Background: an optimization exercise with open tools, aiming at small area, a short achievable clock period and few clock cycles per item. Do not read the settings as production practice.
In this exercise RTL edits were held to simulation tests only and were not proved equivalent to the original.
Power and IR drop assume default switching activity.

==> design.v <==
module proc_simd_sat_alu_pipe #(
   parameter int p_nbits       = 32,
   parameter int p_ov_set_wins = 1
) (
   input  logic               clk,
   input  logic               reset,
   input  logic               req_val,
   output logic               req_rdy,
   input  logic [3:0]         req_fn,
   input  logic [1:0]         req_ew,
   input  logic [p_nbits-1:0] req_in0,
   input  logic [p_nbits-1:0] req_in1,
   output logic               resp_val,
   input  logic               resp_rdy,
   output logic [p_nbits-1:0] resp_out,
   output logic               resp_sat,
   input  logic               ov_clr,
   output logic               ov_flag
);
   function automatic logic [32:0] lane_op(input logic [3:0] fn, input logic [31:0] a,
                                           input logic [31:0] b, input int w);
      logic signed [63:0] as, bs, s, smax, smin;
      logic [63:0]        ua, ub, u, umask;
      logic [4:0]         sh;
      logic [31:0]        r;
      logic               sat;
      umask = (64'd1 << w) - 64'd1;
      ua    = {32'd0, a} & umask;
      ub    = {32'd0, b} & umask;
      as    = $signed(ua << (64 - w)) >>> (64 - w);
      bs    = $signed(ub << (64 - w)) >>> (64 - w);
      smax  = $signed(umask >> 1);
      smin  = -smax - 64'sd1;
      sh    = 5'(ub) & 5'(w - 1);
      sat   = 1'b0;
      s     = '0;
      u     = '0;
      r     = '0;
      case (fn)
         4'd0:  r = 32'(ua + ub);
         4'd1:  r = 32'(ua - ub);
         4'd2, 4'd3, 4'd15: begin
            if (fn == 4'd2)      s = as + bs;
            else if (fn == 4'd3) s = as - bs;
            else                 s = as <<< sh;
            if (s > smax) begin
               r = 32'(smax); sat = 1'b1;
            end else if (s < smin) begin
               r = 32'(smin); sat = 1'b1;
            end else begin
               r = 32'(s);
            end
         end
         4'd4: begin
            u = ua + ub;
            if (u > umask) begin
               r = umask[31:0]; sat = 1'b1;
            end else begin
               r = 32'(u);
            end
         end
         4'd5: begin
            if (ua < ub) sat = 1'b1;
            else         r = 32'(ua - ub);
         end
         4'd6:  r = 32'((as > bs) ? ua : ub);
         4'd7:  r = 32'((as < bs) ? ua : ub);
         4'd8:  r = 32'((ua > ub) ? ua : ub);
         4'd9:  r = 32'((ua < ub) ? ua : ub);
         4'd10: r = (as < bs) ? umask[31:0] : 32'd0;
         4'd11: r = (ua < ub) ? umask[31:0] : 32'd0;
         4'd12: r = 32'(ua << sh);
         4'd13: r = 32'(ua >> sh);
         default: r = 32'(as >>> sh);
      endcase
      lane_op = {sat, r & umask[31:0]};
   endfunction
   logic               s1_val, s2_val, s1_adv, s2_adv;
   logic [3:0]         s1_fn;
   logic [1:0]         s1_ew;
   logic [p_nbits-1:0] s1_in0, s1_in1;
   logic [p_nbits-1:0] s2_out, out8, out16, out32, sp_out, res_out;
   logic               s2_sat, sat8, sat16, sat32, res_sat, ov_set, ov_next;
   logic [32:0]        lane_t;
   assign s2_adv   = !s2_val || resp_rdy;
   assign s1_adv   = !s1_val || s2_adv;
   assign req_rdy  = s1_adv;
   assign resp_val = s2_val;
   assign resp_out = s2_out;
   assign resp_sat = s2_sat;
   always_comb begin
      lane_t = '0;
      out8 = '0; out16 = '0; out32 = '0;
      sat8 = 1'b0; sat16 = 1'b0; sat32 = 1'b0;
      for (int i = 0; i < p_nbits / 8; i++) begin
         lane_t = lane_op(s1_fn, 32'(s1_in0[8*i +: 8]), 32'(s1_in1[8*i +: 8]), 8);
         out8   = out8 | (p_nbits'(lane_t[31:0]) << (8 * i));
         sat8   = sat8 | lane_t[32];
      end
      for (int i = 0; i < p_nbits / 16; i++) begin
         lane_t = lane_op(s1_fn, 32'(s1_in0[16*i +: 16]), 32'(s1_in1[16*i +: 16]), 16);
         out16  = out16 | (p_nbits'(lane_t[31:0]) << (16 * i));
         sat16  = sat16 | lane_t[32];
      end
      for (int i = 0; i < p_nbits / 32; i++) begin
         lane_t = lane_op(s1_fn, s1_in0[32*i +: 32], s1_in1[32*i +: 32], 32);
         out32  = out32 | (p_nbits'(lane_t[31:0]) << (32 * i));
         sat32  = sat32 | lane_t[32];
      end
   end
   logic [p_nbits-1:0] acc, sad_sum;
   always_comb begin
      sad_sum = '0;
      for (int i = 0; i < p_nbits / 8; i++) begin
         if (s1_in0[8*i +: 8] > s1_in1[8*i +: 8])
            sad_sum = sad_sum + p_nbits'(8'(s1_in0[8*i +: 8] - s1_in1[8*i +: 8]));
         else
            sad_sum = sad_sum + p_nbits'(8'(s1_in1[8*i +: 8] - s1_in0[8*i +: 8]));
      end
      sp_out = (s1_fn[0] ? '0 : acc) + sad_sum;
   end
   always_ff @(posedge clk) begin
      if (!reset)
         acc <= '0;
      else if (s1_val && s2_adv && s1_ew == 2'b11)
         acc <= sp_out;
   end
   always_comb begin
      res_out = sp_out;
      res_sat = 1'b0;
      case (s1_ew)
         2'b00:   begin res_out = out8;  res_sat = sat8;  end
         2'b01:   begin res_out = out16; res_sat = sat16; end
         2'b10:   begin res_out = out32; res_sat = sat32; end
         default: begin res_out = sp_out; res_sat = 1'b0; end
      endcase
   end
   always_comb begin
      ov_set  = s2_val && resp_rdy && s2_sat;
      ov_next = ov_flag;
      if (ov_set && ov_clr) ov_next = (p_ov_set_wins != 0);
      else if (ov_set)      ov_next = 1'b1;
      else if (ov_clr)      ov_next = 1'b0;
   end
   always_ff @(posedge clk) begin
      if (!reset) begin
         s1_val  <= 1'b0;
         s2_val  <= 1'b0;
         s2_out  <= '0;
         s2_sat  <= 1'b0;
         ov_flag <= 1'b0;
      end else begin
         if (s1_adv) s1_val <= req_val;
         if (s2_adv) s2_val <= s1_val;
         if (s2_adv && s1_val) begin
            s2_out <= res_out;
            s2_sat <= res_sat;
         end
         ov_flag <= ov_next;
      end
   end
   always_ff @(posedge clk) begin
      if (req_val && req_rdy) begin
         s1_fn  <= req_fn;
         s1_ew  <= req_ew;
         s1_in0 <= req_in0;
         s1_in1 <= req_in1;
      end
   end
endmodule
==> run.sh <==
#!/bin/bash
# synth_recipe.tcl (not shown) runs the flow's synth.tcl, then flattens the netlist and writes it again
# the make line also repeats each setting of config.mk as NAME=value (left out here)
make -C /OpenROAD-flow-scripts/flow DESIGN_CONFIG=/design/flow/config.mk WORK_HOME=/design/flow/orfs CLKGATE_MAP_FILE= SYNTH_SCRIPT=/design/flow/synth_recipe.tcl finish
==> config.mk <==
export PLATFORM = sky130hd
export DESIGN_NAME = proc_simd_sat_alu_pipe
export DESIGN_NICKNAME = proc_simd_sat_alu_pipe
export VERILOG_FILES = /design/flow/design.v
export SDC_FILE = /design/flow/constraint.sdc
export NUM_CORES = 4
export LEC_CHECK = 0
export CAP_MARGIN = 20
export CORE_MARGIN = 2
export CORE_UTILIZATION = 40
export SLEW_MARGIN = 20
==> constraint.sdc <==
create_clock -name core_clock -period 11.0 [get_ports {clk}]
set_input_delay 2.2000 -clock core_clock [delete_from_list [all_inputs] [get_ports {clk}]]
set_output_delay 2.2000 -clock core_clock [all_outputs]
set_load 0.01 [all_outputs]
==> run notes <==
## worst min path at each step
| stage | start | to |
|---|---|---|
| after floorplan | acc[0] | acc[0] |
| after detailed placement | acc[6] | acc[6] |
| after CTS | acc[3] | acc[3] |
| after global routing | acc[8] | acc[8] |
| after global placement | acc[0] | acc[0] |
| final | acc[6] | acc[6] |
## worst max-delay path, delay by kind of cell (launching register included)
kind,cells,cell delay (ps)
and+or+nand+nor,6,1640
xor gates and xnor gates,4,1260
buffers and inverters,6,750
muxes,1,360
adders and majority gates,6,1910
DFF,1,620
AOI/OAI and AO/OA,14,2710
## final cells by class
cell class                 instances  area (µm²)  area share, %
clock buffer                      18         439           1.20
sequential                       138        3460           9.43
clock inverter                    14         146          0.399
tap                             1080        1350           3.68
inverter                         132         495           1.35
timing repair buffer             333        2820           7.69
multi-input combinational       4057       27900           76.1
antenna                           24        60.1          0.164
## placed cells by master, fill, tap and decap left out, types with 55 or more instances in the layout
cell type,synthesis,routed
a211oi_1,92,91
nand2_1,485,483
a21o_1,62,62
a221oi_1,77,77
nand3_1,88,86
nor2_1,474,468
dfxtp_1,68,68
ha_1,130,130
xnor2_1,118,118
edfxtp_1,70,70
inv_1,114,112
nor3_1,78,74
nor2b_1,66,65
mux4_2,93,93
clkdlybuf4s50_1,0,110
a31oi_1,84,84
a21oi_1,468,464
o22ai_1,71,71
mux2i_1,163,163
o21ai_0,378,376
a22oi_1,65,65
o221ai_1,56,55
buf_4,9,217
o211ai_1,93,93
## logic make-up (layout without fill, tap and decap cells)
family	Yosys count	after routing	share of synthesized area (%)
AOI/OAI and AO/OA	1950	1950	39.0
xor gates and xnor gates	148	148	3.84
adders and majority gates	146	146	5.77
buffers and inverters	610	497	7.41
DFF	138	138	10.3
muxes	313	313	13.2
other	0	24	0
and+or+nand+nor	1500	1500	20.5
## Yosys cell counts (71+ instances only)
master,n
nand3_1,88
ha_1,130
a221oi_1,77
o211ai_1,93
o21ai_0,378
nand2_1,485
mux4_2,93
nor3_1,78
nor2_1,474
a211oi_1,92
o22ai_1,71
a31oi_1,84
a21oi_1,468
inv_1,114
clkbuf_1,333
xnor2_1,118
mux2i_1,163
## per-layer routing
| layer | up-vias | track usage, % | part of all wire, % |
|---|---|---|---|
| li1 | 18100 | - | - |
| met1 | 21900 | 69.9 | 38 |
| met2 | 4601 | 68.4 | 36 |
| met3 | 1092 | 28.6 | 18 |
| met4 | 32 | 32.5 | 7.7 |
| met5 | - | 1.08 | 0.16 |
## state kept, by name, indices dropped and copies added (netlist names)
name / flops
s1_ew: 2
s1_in0: 32
s1_in1: 32
s2_out: 32
s1_val: 1
s2_sat: 1
acc: 32
s2_val: 1
s1_fn: 4
ov_flag: 1
## report_power, final
group          internal, mW  switching (mW)
clock network         0.327           0.359
logic                  1.30            2.61
registers             0.578          0.0431
total                  2.20            3.01
## through the flow
stage                     total power, mW  cell area, µm²  worst slack, ps
after floorplan                      3.01           33700             1770
after global placement               4.30           36000             2090
after detailed placement             4.30           36000             2020
after CTS                            5.00           36600             1940
after global routing                 5.38           36700              972
final                                5.21           36700             1640
==> flow_summary.toml <==
[run_status]
outcome = "finished clean"

[cts]
hold_buffers = 0
clk_latency_ps = 580
cts.sinks = 138
cts-resized-gates = 0
cts-root-buf = "clkbuf_16"
numCtsBuffers = 17
ctsLongestPathBuffers = 2
htreeDepth = 4
clkTransAtPathRegs_ps = 80
postCtsSetupBuffers = 0
cts_tree = "done"

[timing]
fin_crit_ps = 9360
setup-tns-final_ps = 0
worst_slew_pin_slew_ps = 1390
final_hold_viol_count = 0
drv_slew = 0
max_freq_mhz = 107
slew_headroom_pct = 6.66
finalClockSkew_ps = 47.9
rsz0062_at_grt = "false"
hold_slack_ps = 453
setup_viol = 0
finalCritPeriodShare_pct = 85.1

[critical_path]
critical_path_class = "register to register"
timing.rr.end = "s2_out[26]"
worstSetupStartpoint = "s1_in0[0]"
max_stage_delay_ps = 740
r2r_setup_slack_ps = 1640
cp_max_fo = 16
required_ps = 11460
reg2regPathDepth = 37
r2r-start = "s1_in0[0]"
endpoint_kind = "register"
start_kind = "register"
cp_slowest_cell = "xnor2_1"
endpoint = "s2_out[26]"
arrival_ps = 9810

[detailed_routing]
drc = 0
wl_mm = 242
wire_per_inst_um = 41.8
dr.first_iter.drc_count = 9265
dr_total_vias = 45800
drtAntennaViolNets = 0
via_per_inst = 7.90
drtPass1Iterations = 13

[finish]
synthToLayoutAreaGrowth_pct = 8.89
drive_gt1_share_pct = 11.3
fill_cells = 8789
layout.cells.non_filler = 5796
nNetsFinal = 4900
fin_util_pct = 43.9

[yosys]
ys_warn_count = 1
syn_nets = 5026
syn_area_per_cell_um2 = 7.02
synth_ff_type = "edfxtp_1"
syn_inst = 4805
ys_async_sr_fraction_pct = 0
synth_seq_cells = 138
synth_top_cell_area_share_pct = 6.95
synth_area_um2 = 33700
synth_area_leaders = "a21oi_1 (6.9%), edfxtp_1 (6.2%), mux4_2 (6.2%), o21ai_0 (5.6%), nand2_1 (5.4%)"
synth-edff-count = 70
ys_types = 104
yosysSeqAreaShare_pct = 10.3
yosys.area.top_type = "a21oi_1"

[global_route]
grt_usage_pct = 53.8
first_global_vias = 40200
global_route.overflow_total = 0
grt_start_max_net_pins = 118
grt_antenna_before_repair = 32
grt_first_pass_wirelength_mm = 328

[job]
cap_viol_max_count = 0

[hold_path]
hold_class = "register to register"
hold_path_depth = 2

[die]
fp.dieW_um = 294
start_util_pct = 40.4
core_area_um2 = 83600
io_pins = 111
dieArea_um2 = 86600
placementRows = 106
fp.dieH_um = 294

[placed_design]
hpwl_mm = 179
gp_congestion = 1.13
dpl.cell_count = 5739
place.port_buffers = 110

[power]
power_density_nw_per_um2 = 142
vdd_drop_max_mv = 0.592
power.leakage_nw = 13.6
Testbench counts, summed over its fixed seeds: cycles 16,016, items 16,000.

port drivers added, routing unchanged:
Ports are ideal in the flow. The routed layout listed here was re-timed in OpenROAD. Step 1 (the two cells are an assumption about what drives the block):
set clk [get_ports {clk}]
set_driving_cell -lib_cell sky130_fd_sc_hd__clkbuf_16 $clk
set_driving_cell -lib_cell sky130_fd_sc_hd__buf_2 [delete_from_list [all_inputs] $clk]
Step 2 adds t to the input delays and takes it off the output delays; t is the mean of the earliest and latest rising clock arrival at the registers after step 1. Input paths then give back, and output paths get back, about the clock's delay inside the block. Slacks: ideal / step 1 / step 2; pairs: ideal / step 1.
shift t [ns]: 0.638
setup WS [ns]: 1.642 / 1.642 / 1.642
worst setup path at the end: register to register
latest minus earliest clock arrival (ns): 0.048 / 0.048
worst data-port slew with drivers (ns): 0.08
After both steps this run still meets setup and hold. For this run, drivers alone change the setup slack by 0.000 ns; drivers and shift together by 0.000 ns.
